Source: an optimization exercise on an open RTL-to-GDS flow (aim: small area, a short achievable clock period and few clock cycles per item). Production flows keep margins and buffers that such runs may drop.

## job 101
// idct_top
module idct_top (
	input logic Clock,
	input logic Resetn,
	input logic start,
	input logic coef_we,
	input logic [5:0] coef_addr,
	input logic [15:0] coef_data_in,
	output logic pixel_valid,
	output logic [5:0] pixel_index,
	output logic [7:0] pixel_value,
	output logic busy,
	output logic done
);
Size in the first run: roughly 75000 um^2 of cells after synthesis.
Settings: LEC_CHECK=0, CAP_MARGIN=20, CORE_MARGIN=2, CORE_UTILIZATION=40, CTS_CLUSTER_DIAMETER=150, CTS_CLUSTER_SIZE=20, SLEW_MARGIN=20; clock period 11.0 ns.
standard.sh (not shown) runs the stock make flow with config.mk's settings and CLKGATE_MAP_FILE= SYNTH_SCRIPT=/design/flow/synth_recipe.tcl, a recipe that flattens the netlist after the stock synthesis.
==> flow/flow/run.sh <==
#!/bin/bash
# Standard synthesis; then the inverters that synthesis leaves between full
# adders are removed (flow/fixinv.py flips adders, a full adder being
# self-dual); then the standard layout, with timing repair aimed at
# flow/margin.txt ns of setup slack.
set -euo pipefail
MARGIN=$(cat flow/margin.txt)
R=orfs/results/${FLOW_PLATFORM}/idct_top/base
bash standard.sh synth > synth.log 2>&1
python3 flow/fixinv.py $R/1_2_yosys.v $R/1_2_yosys_fixinv.v > fixinv.log 2>&1
cp $R/1_2_yosys.v $R/1_2_yosys_orig.v
cp $R/1_2_yosys_fixinv.v $R/1_2_yosys.v
rm -f $R/1_synth.odb $R/1_synth.sdc
bash standard.sh SETUP_SLACK_MARGIN=$MARGIN MATCH_CELL_FOOTPRINT=0 finish > layout.log 2>&1
Other scripts of this flow, unchanged in this note and not shown: flow/flow/fixinv.py, flow/flow/margin.txt
Input-level comparison between job 102 and job 101:
diff --git a/flow/design.v b/flow/design.v
--- a/flow/design.v
+++ b/flow/design.v
@@ -88,14 +88,15 @@
 `timescale 1ns/1ps
 module idct_coef_ring (
 	input logic Clock,
 	input logic wr_en,
 	input logic [2:0] wr_pos,
 	input logic [2:0] wr_slot,
 	input logic [15:0] wr_data,
+	input logic wr_inv,
 	output logic [127:0] head,
 	output logic [127:0] next_head
 );
 	logic [1023:0] ring;
 	logic [1023:0] shifted;
 	logic [127:0] wrapped;
 	logic [1023:0] pol;
@@ -117,15 +118,15 @@
 	assign wrapped[2*16 +: 16] = ~ring_true[6*16 +: 16];
 	assign wrapped[5*16 +: 16] = ~ring_true[7*16 +: 16];
 	assign shifted = {wrapped, ring_true[1023:128]};
 	always_ff @(posedge Clock) begin
 		for (int p = 0; p < 8; p++) begin
 			for (int s = 0; s < 8; s++) begin
 				if (wr_en && (wr_pos == 3'(p)) && (wr_slot == 3'(s))) begin
-					ring[p*128 + s*16 +: 16] <= wr_data ^ {16{p[0]}};
+					ring[p*128 + s*16 +: 16] <= wr_data ^ {16{wr_inv ^ p[0]}};
 				end else begin
 					ring[p*128 + s*16 +: 16] <= shifted[p*128 + s*16 +: 16] ^ {16{p[0]}};
 				end
 			end
 		end
 	end
 endmodule
@@ -140,14 +141,15 @@
 	input logic coef_we,
 	input logic [5:0] coef_addr,
 	input logic [15:0] coef_data_in,
 	output logic ring_we,
 	output logic [2:0] ring_pos,
 	output logic [2:0] ring_slot,
 	output logic [15:0] ring_data,
+	output logic ring_inv,
 	output logic [5:0] tau,
 	output logic hold_load,
 	output logic [2:0] col_step,
 	output logic pixel_valid,
 	output logic [5:0] pixel_index,
 	output logic busy,
 	output logic done
@@ -177,15 +179,16 @@
 	assign q1 = tau2[2:0];
 	assign wu = coef_addr[5:3];
 	assign wn = tau2[5:3] + {2'b00, (wu < q1)};
 	assign wmap = idct_pkg::wr_map(wn, coef_addr[2:0]);
 	always_ff @(posedge Clock) begin
 		ring_pos <= wu - q1;
 		ring_slot <= wmap[2:0];
-		ring_data <= coef_data_in ^ {16{wmap[3]}};
+		ring_data <= coef_data_in;
+		ring_inv <= wmap[3];
 	end
 	assign tau1 = tau + 6'd1;
 	assign busy_i = waiting || run;
 	assign hold_load = (tau[2:0] == 3'(7 + ROW_LAT));
 	assign col_step = tau[2:0] - 3'(ROW_LAT);
 	assign tau_pix = tau1 - 6'(DLY);
 	always_comb begin
@@ -3522,14 +3525,15 @@
 );
 	localparam int ROW_LAT = idct_pkg::ROW_LAT;
 	localparam int COL_LAT = idct_pkg::COL_LAT;
 	logic ring_we;
 	logic [2:0] ring_pos;
 	logic [2:0] ring_slot;
 	logic [15:0] ring_data;
+	logic ring_inv;
 	logic [5:0] tau;
 	logic hold_load;
 	logic [2:0] col_step;
 	logic [127:0] head;
 	logic [127:0] next_head;
 	logic [16:0] y04;
 	logic signed [21:0] t;
@@ -3543,33 +3547,35 @@
 		.coef_we(coef_we),
 		.coef_addr(coef_addr),
 		.coef_data_in(coef_data_in),
 		.ring_we(ring_we),
 		.ring_pos(ring_pos),
 		.ring_slot(ring_slot),
 		.ring_data(ring_data),
+		.ring_inv(ring_inv),
 		.tau(tau),
 		.hold_load(hold_load),
 		.col_step(col_step),
 		.pixel_valid(pixel_valid),
 		.pixel_index(pixel_index),
 		.busy(busy),
 		.done(done)
 	);
 	idct_coef_ring i_ring (
 		.Clock(Clock),
 		.wr_en(ring_we),
 		.wr_pos(ring_pos),
 		.wr_slot(ring_slot),
 		.wr_data(ring_data),
+		.wr_inv(ring_inv),
 		.head(head),
 		.next_head(next_head)
 	);
 	always_ff @(posedge Clock) begin
-		y04 <= 17'($signed(next_head[15:0])) + 17'($signed(next_head[79:64]));
+		y04 <= {next_head[15], next_head[15:0]} + {next_head[79], next_head[79:64]};
 	end
 	idct_rowdot i_row (
 		.Clock(Clock),
 		.m(tau[5:3]),
 		.row(head),
 		.y04(y04),
 		.t(t)
Findings:
Relative to job 101, the multi-input combinational cell count of job 102 is higher by 288. On overall die width, job 101 and job 102 are basically level. In the reports for job 101 and job 102, the larger layout overhead on the synthesized area belongs to job 102. In job 102 the area taken by multi-input logic gates turned out about 0.5% higher than in job 101. As of job 102, die area had fallen slightly compared to job 101. Via density per instance: job 102 vs job 101 up 0.055.
No run of this note included a check of the RTL's function; only the layout flow was run.

what the ideal ports hide:
The results above use ideal ports. As a check the final layouts listed here were re-extracted and re-timed, cells and wires unchanged.
Step 1 assumes that a clkbuf_16 drives the clock port and a buf_2 every other input.
Step 2 moves the port delays by t, midway between the first and last clock arrival at a register: inputs arrive t later, outputs are due t later. That takes back most of the time a late clock gives input paths.
Three values: ideal, step 1, step 2; two values: the first two.
run	t, ns	slack for setup (ns)	hold slack, ns	worst setup path at the end	worst slew at a driven data input, ns
job 101	0.837	7.367 / 7.367 / 6.605	0.343 / 0.343 / 0.343	input to register	0.05
job 102	0.829	7.365 / 7.365 / 6.833	0.321 / 0.321 / 0.321	input to register	0.05
After both steps setup and hold are still met in every run listed. The setup slack of job 101, which loses most, moves by 0.000 ns with the drivers and by -0.762 ns with both steps.
